This design comes from an exercise in tuning for small area on the open sky130 flow, not from production work.
Only the layout flow was run in this run; the RTL was not checked for function there.
Power and IR drop assume default switching activity.

==> flow/design.v <==
package bmhq_pkg;
  localparam int CAPACITY_DEF      = 64;
  localparam int PRIORITY_BITS_DEF = 16;
  localparam int TAG_BITS_DEF      = 16;
  typedef enum logic [1:0] {
    ERR_OK     = 2'd0,
    ERR_EMPTY  = 2'd1,
    ERR_FULL   = 2'd2,
    ERR_UNUSED = 2'd3
  } err_t;
  typedef enum logic [3:0] {
    ST_IDLE   = 4'd0,
    ST_INSW   = 4'd1,   
    ST_INSA   = 4'd2,   
    ST_INSB   = 4'd3,   
    ST_LAST   = 4'd4,   
    ST_DEC    = 4'd5,   
    ST_DECR   = 4'd6,   
    ST_WB     = 4'd7,   
    ST_RELOAD = 4'd8,   
    ST_SHOW   = 4'd9    
  } state_t;
endpackage
module binary_min_heap_queue_core #(
  parameter int CAPACITY      = bmhq_pkg::CAPACITY_DEF,
  parameter int PRIORITY_BITS = bmhq_pkg::PRIORITY_BITS_DEF,
  parameter int TAG_BITS      = bmhq_pkg::TAG_BITS_DEF,
  localparam int CW = $clog2(CAPACITY + 1)
) (
  input  logic                            clk,
  input  logic                            rst_n,
  input  logic                            start,
  output logic                            busy,
  input  logic                            in_kind,
  input  logic signed [PRIORITY_BITS-1:0] in_priority_req,
  input  logic        [TAG_BITS-1:0]      in_payload_tag,
  output logic                            out_valid,
  output logic signed [PRIORITY_BITS-1:0] out_top_priority,
  output logic        [TAG_BITS-1:0]      out_top_tag,
  output logic        [CW-1:0]            out_entry_count,
  output logic                            out_is_empty,
  output logic        [1:0]               out_error_code
);
  localparam int EW = PRIORITY_BITS + TAG_BITS;
  localparam int AW = $clog2(CAPACITY);
  logic [EW*CAPACITY-1:0] ring;
  logic [EW-1:0]          head, head1, ring_in;
  logic [EW-1:0]          c_r;
  logic                   wr, c_ld;
  assign head    = ring[EW-1:0];
  assign head1   = ring[2*EW-1:EW];
  assign ring_in = wr ? c_r : head;
  always_ff @(posedge clk) begin
    ring <= {ring_in, ring[EW*CAPACITY-1:EW]};
  end
  bmhq_pkg::state_t        state_r, state_nxt;
  bmhq_pkg::err_t          err_r, err_nxt;
  logic [AW-1:0] ph_r;
  logic [CW-1:0] count_r, count_nxt;
  logic [AW-1:0] cur_r, cur_nxt;
  logic          sw_r, sw_nxt, pr_r, pr_nxt;
  logic          accept;
  logic [CW-1:0] ph1;
  assign ph1 = CW'(ph_r) + CW'(1);
  always_ff @(posedge clk) begin
    if (!rst_n) begin
      state_r <= bmhq_pkg::ST_IDLE;
      err_r   <= bmhq_pkg::ERR_OK;
      ph_r    <= '0;
      count_r <= '0;
    end else begin
      state_r <= state_nxt;
      err_r   <= err_nxt;
      ph_r    <= ph1[AW-1:0];
      count_r <= count_nxt;
    end
  end
  always_ff @(posedge clk) begin
    cur_r <= cur_nxt;
    sw_r  <= sw_nxt;
    pr_r  <= pr_nxt;
    if (accept) begin
      c_r <= {in_priority_req, in_payload_tag};
    end else if (c_ld) begin
      c_r <= head;
    end
  end
  logic signed [PRIORITY_BITS-1:0] hp, h1p, cp;
  assign hp  = head[EW-1 -: PRIORITY_BITS];
  assign h1p = head1[EW-1 -: PRIORITY_BITS];
  assign cp  = c_r[EW-1 -: PRIORITY_BITS];
  logic c_lt_h, h_lt_c, h1_lt_h;
  assign c_lt_h  = cp < hp;
  assign h_lt_c  = hp < cp;
  assign h1_lt_h = h1p < hp;
  logic onpath, final_node;
  always_comb begin
    onpath = 1'b0;
    for (int s = 0; s < CW; s++) begin
      if ((count_r >> s) == ph1) onpath = 1'b1;
    end
  end
  assign final_node = (ph1 == count_r);
  logic [CW-1:0] left7, right7;
  logic          has_l, has_r;
  assign left7  = {cur_r, 1'b1};
  assign right7 = left7 + CW'(1);
  assign has_l  = left7 < count_r;
  assign has_r  = right7 < count_r;
  logic full, empty;
  assign full  = (count_r >= CW'(CAPACITY));
  assign empty = (count_r == '0);
  always_comb begin
    state_nxt = state_r;
    err_nxt   = err_r;
    count_nxt = count_r;
    cur_nxt   = cur_r;
    sw_nxt    = sw_r;
    pr_nxt    = pr_r;
    accept    = 1'b0;
    wr        = 1'b0;
    c_ld      = 1'b0;
    out_valid = 1'b0;
    case (state_r)
      bmhq_pkg::ST_IDLE: begin
        if (start) begin
          accept  = 1'b1;
          err_nxt = bmhq_pkg::ERR_OK;
          cur_nxt = '0;
          if (!in_kind) begin
            if (full) begin
              err_nxt   = bmhq_pkg::ERR_FULL;
              state_nxt = bmhq_pkg::ST_SHOW;
            end else begin
              count_nxt = count_r + CW'(1);
              state_nxt = bmhq_pkg::ST_INSW;
            end
          end else begin
            if (empty) begin
              err_nxt   = bmhq_pkg::ERR_EMPTY;
              state_nxt = bmhq_pkg::ST_SHOW;
            end else begin
              count_nxt = count_r - CW'(1);
              if (count_r == CW'(1)) state_nxt = bmhq_pkg::ST_SHOW;
              else                    state_nxt = bmhq_pkg::ST_LAST;
            end
          end
        end
      end
      bmhq_pkg::ST_INSW, bmhq_pkg::ST_INSA, bmhq_pkg::ST_INSB: begin
        if ((state_r == bmhq_pkg::ST_INSW) ? (ph_r == '0) : onpath) begin
          out_valid = (state_r == bmhq_pkg::ST_INSW);
          wr        = (state_r == bmhq_pkg::ST_INSB) || final_node || c_lt_h;
          c_ld      = wr;
          if (final_node) state_nxt = bmhq_pkg::ST_IDLE;
          else if (wr)     state_nxt = bmhq_pkg::ST_INSB;
          else            state_nxt = bmhq_pkg::ST_INSA;
        end
      end
      bmhq_pkg::ST_LAST: begin
        if (ph_r == count_r[AW-1:0]) begin
          c_ld      = 1'b1;
          state_nxt = bmhq_pkg::ST_DEC;
        end
      end
      bmhq_pkg::ST_DEC: begin
        if (!has_l) begin
          sw_nxt    = 1'b0;
          if (cur_r == '0) state_nxt = bmhq_pkg::ST_WB; else state_nxt = bmhq_pkg::ST_IDLE;
        end else if (ph_r == left7[AW-1:0]) begin
          if (has_r && h1_lt_h) begin
            state_nxt = bmhq_pkg::ST_DECR;
          end else if (h_lt_c) begin
            wr        = 1'b1;
            c_ld      = 1'b1;
            sw_nxt    = 1'b1;
            pr_nxt    = 1'b0;
            state_nxt = bmhq_pkg::ST_WB;
          end else begin
            sw_nxt    = 1'b0;
            if (cur_r == '0) state_nxt = bmhq_pkg::ST_WB; else state_nxt = bmhq_pkg::ST_IDLE;
          end
        end
      end
      bmhq_pkg::ST_DECR: begin
        if (h_lt_c) begin
          wr        = 1'b1;
          c_ld      = 1'b1;
          sw_nxt    = 1'b1;
          pr_nxt    = 1'b1;
          state_nxt = bmhq_pkg::ST_WB;
        end else begin
          sw_nxt    = 1'b0;
          if (cur_r == '0) state_nxt = bmhq_pkg::ST_WB; else state_nxt = bmhq_pkg::ST_IDLE;
        end
      end
      bmhq_pkg::ST_WB: begin
        if (ph_r == cur_r) begin
          wr        = 1'b1;
          out_valid = (cur_r == '0);
          if (sw_r) begin
            cur_nxt   = AW'(right7) - AW'(!pr_r);
            state_nxt = bmhq_pkg::ST_RELOAD;
          end else begin
            state_nxt = bmhq_pkg::ST_IDLE;
          end
        end
      end
      bmhq_pkg::ST_RELOAD: begin
        if (ph_r == cur_r) begin
          c_ld      = 1'b1;
          state_nxt = bmhq_pkg::ST_DEC;
        end
      end
      bmhq_pkg::ST_SHOW: begin
        if (ph_r == '0) begin
          out_valid = 1'b1;
          state_nxt = bmhq_pkg::ST_IDLE;
        end
      end
      default: state_nxt = bmhq_pkg::ST_IDLE;
    endcase
  end
  assign busy             = (state_r != bmhq_pkg::ST_IDLE);
  assign out_is_empty     = empty;
  assign out_top_priority = empty ? '0 : ring_in[EW-1 -: PRIORITY_BITS];
  assign out_top_tag      = empty ? '0 : ring_in[TAG_BITS-1:0];
  assign out_entry_count  = count_r;
  assign out_error_code   = err_r;
endmodule
==> flow/run.sh <==
#!/bin/bash
# synth_recipe.tcl (not shown) runs the flow's synth.tcl, then flattens the netlist and writes it again
# the make line also repeats each setting of config.mk as NAME=value (left out here)
make -C /OpenROAD-flow-scripts/flow DESIGN_CONFIG=/design/flow/config.mk WORK_HOME=/design/flow/orfs CLKGATE_MAP_FILE= SYNTH_SCRIPT=/design/flow/synth_recipe.tcl finish
==> flow/config.mk <==
export PLATFORM = sky130hd
export DESIGN_NAME = binary_min_heap_queue_core
export DESIGN_NICKNAME = binary_min_heap_queue_core
export VERILOG_FILES = /design/flow/design.v
export SDC_FILE = /design/flow/constraint.sdc
export NUM_CORES = 4
export LEC_CHECK = 0
export CAP_MARGIN = 20
export CORE_MARGIN = 2
export CORE_UTILIZATION = 40
export SLEW_MARGIN = 20
==> flow/constraint.sdc <==
create_clock -name core_clock -period 10.0 [get_ports {clk}]
set_input_delay 2.0000 -clock core_clock [delete_from_list [all_inputs] [get_ports {clk}]]
set_output_delay 2.0000 -clock core_clock [all_outputs]
set_load 0.01 [all_outputs]
==> run summary <==
[critical path, delay by kind of cell (launching register included)]
family | cells | cell delay [ns]
xor gates and xnor gates | 1 | 0.29
buffers and inverters | 2 | 1.17
DFF | 1 | 0.82
and+or+nand+nor | 4 | 1.26
AOI/OAI and AO/OA | 3 | 0.75
adders and majority gates | 1 | 0.53
[through the flow]
stage	power (mW)	instances	hold WS [ns]	util, %
2_1_floorplan	11.2	2736	0.310	-
3_3_place_gp	11.8	4298	0.310	42.5
3_5_place_dp	11.8	4298	0.312	42.5
4_1_cts	19.0	4637	0.264	48.1
5_1_grt	19.6	4637	0.261	48.1
6_report	18.7	4638	0.267	48.1
[Yosys cell counts (4+ instances only)]
cell	count	area (sq um)
buf_1	4	15.0
nor2b_1	10	62.6
nor2_1	32	120
nor3_1	16	80.1
a21o_1	4	30.0
buf_2	11	55.1
buf_6	6	67.6
o211ai_1	6	45.0
a21oi_1	54	270
dfxtp_1	2067	41400
o21bai_1	4	30.0
mux2_2	32	360
edfxtp_1	40	1200
or2_2	7	43.8
clkbuf_1	21	78.8
nand3_1	38	190
nand3_2	10	100
a21oi_2	10	87.6
nand2_1	55	206
buf_4	6	45.0
o21ai_2	30	263
o21ai_0	22	110
xor2_1	16	140
xnor2_1	32	280
nand4_1	11	68.8
a31oi_1	6	37.5
nand2b_1	7	43.8
or3_1	9	56.3
nor3b_1	4	30.0
inv_1	52	195
ha_1	52	651
[worst paths after layout]
path / startpoint / endpoint / slack (ns) / depth (start not counted)
hold / removal: ring[894] / ring[862] / 0.27 / 0
setup reg to reg: ph_r[0] / c_r[2] / 5.16 / 9
setup / recovery: ph_r[0] / out_top_priority[8] / 2.44 / 11
hold reg to reg: ring[894] / ring[862] / 0.27 / 0
[sequential cells by signal (all words and copies together) (netlist names)]
name	count
c_r	32
count_r	7
cur_r	6
err_r	2
ph_r	6
pr_r	1
ring	2048
state_r	4
sw_r	1
[power by group]
part	switching [mW]	internal, mW	total, mW
logic	0.673	0.403	1.08
registers	0.441	10.1	10.5
clock network	2.99	4.14	7.13
total	4.10	14.6	18.7
[metal layers]
layer | vias to the layer above | share of wire [%] | GRT usage (%)
met1 | 8565 | 54 | 15.9
met4 | 2 | 3.0 | 4.81
met5 | - | 0.011 | 0
met2 | 364 | 37 | 13.5
met3 | 139 | 5.6 | 3.34
li1 | 9257 | - | -
[layout by cell type, fill, tap and decap left out, drive strengths merged, types with 33 or more instances in the layout]
cell and count:
a21oi 64, clkbuf 277, clkdlybuf4s50 79, clkinv 45, dfxtp 2067, edfxtp 40, ha 52, inv 59
nand2 55, nand3 48, o21ai 53, xnor2 33
[layout make-up]
class / count / share of cell area [%]
Multi-Input combinational cell: 529 / 7.02
Timing Repair Buffer: 86 / 1.51
Antenna cell: 1 / 0.00447
Sequential cell: 2107 / 76.1
Inverter: 52 / 0.349
Clock inverter: 62 / 1.48
Clock buffer: 277 / 10.1
Tap cell: 1524 / 3.41
[kinds of logic after synthesis]
kind of cell / Yosys count / share of synthesized area, %
DFF: 2107 / 90.7
and+or+nand+nor: 214 / 2.41
AOI/OAI and AO/OA: 176 / 2.63
buffers and inverters: 100 / 0.973
xor gates and xnor gates: 52 / 1.07
adders and majority gates: 52 / 1.39
muxes: 35 / 0.832
==> out/metrics.cfg <==
[cells_and_area]
regArea_sq_um=42600
area_growth_pct=19.1
drive_above_1_share_pct=13.4
fin_nets=3050
multiInputGateArea_sq_um=3920
final_cell_area_sq_um=55900
fill_cells=9832

[clock_network]
clkTransAtPathRegs_ns=0.06
cts_buffers=186
cts_max_path_buffers=3
post_cts_resized=0
cts_root_buffer=clkbuf_16
post_cts_buffers=0
cts_tree=yes
clock-sinks=2107
cts_hold_buf=0
clock_latency_ns=0.78
htree_levels=4

[sta]
relSlewSlack_pct=36.5
rsz0062_at_grt=no
period_share_pct=75.6
tns_ns=0
worst_clock_skew_ns=0.0691
worstMarginPinSlew_ns=0.952
finalMaxSlewViolations=0
hold_violations=0
fin_ws_ns=2.44
fmax_mhz=132
setup_violations=0
finalCriticalPeriod_ns=7.56

[floorplan]
ios=80
die_area_sq_um=120000
die_w_um=347
core_area_sq_um=116000
initial_core_util_pct=40.3
die_h_um=347
num_rows=125

[synth]
postSynthCellCount=2736
syn_avg_cell_area_sq_um=17.2
ys_seq_area_share_pct=90.7
synthArstFlopShare_pct=0
synth_area_sq_um=46900
synth_top_flop_cell=dfxtp_1
synth_edf_count=40
ys_ff_latch=2107
synth_fp_nets=2824
synth_cell_types=67
ys_warn_count=1

[critical_path]
slowest_delay_ns=0.82
startpoint_type=flop
cp.arrival_ns=5.56
crit_top_cell=or3_1
crit_slowest_cell=dfxtp_1
crit_path_max_fanout=33
crit_required_ns=8.00
path_cells=ha_1 > and3_1 > xnor3_1 > or3_1 > nor4_4 > or3_1 > o211a_2 > buf_4 > o21ai_2 > a21oi_1 > clkdlybuf4s50_1
end_kind=output port
critPathKind=flop to output port

[grt]
grt_pass1_vias=18300
gr-total-overflow=0
grt_usage_pct=10.6
grt_max_degree=34
grt_pass1_wl_mm=100
antenna_found_initial=2

[pwr]
cellLeakagePower_nw=22.4
powerDensity_nw_per_um2=335
irDropWorstVdd_mv=0.193

[flow_run]
cap_violations=0

[routing]
avgViaCountPerCell=3.95
totalWireLength_mm=61.5
drt_iter0_markers=836
wl_per_cell_um=13.3
via_count=18300
drc=0
ant_nets=0
drtPass1Iterations=4

[outcome]
status=finished clean

[placed_design]
dp_hpwl_mm=34.0
pre_cts_ws_ns=3.04
place.port_buffers=79
gp_congestion=0.769
postPlaceCellArea_sq_um=49400

[min_path]
hold_path.class=flop to flop

## separate check: timing with driven ports
Ports are ideal in the flow. The routed layout listed here was re-timed in OpenROAD.
Step 1, drivers: a clkbuf_16 drives clk and a buf_2 each remaining input, both assumed.
Step 2 times the ports against the registers' clock, not the clock port: input delays grow and output delays shrink by t, the midpoint of the rising clock arrivals with the driver on.
Slacks: ideal / step 1 / step 2; pairs: ideal / step 1.
t, ns: 0.815
slack for setup (ns): 2.437 / 2.368 / 3.183
worst hold slack (ns): 0.267 / 0.267 / 0.267
worst setup path at the end: register to output
After both steps this run still meets setup and hold. The setup slack of this run moves by -0.069 ns with the drivers and by +0.746 ns with both steps.
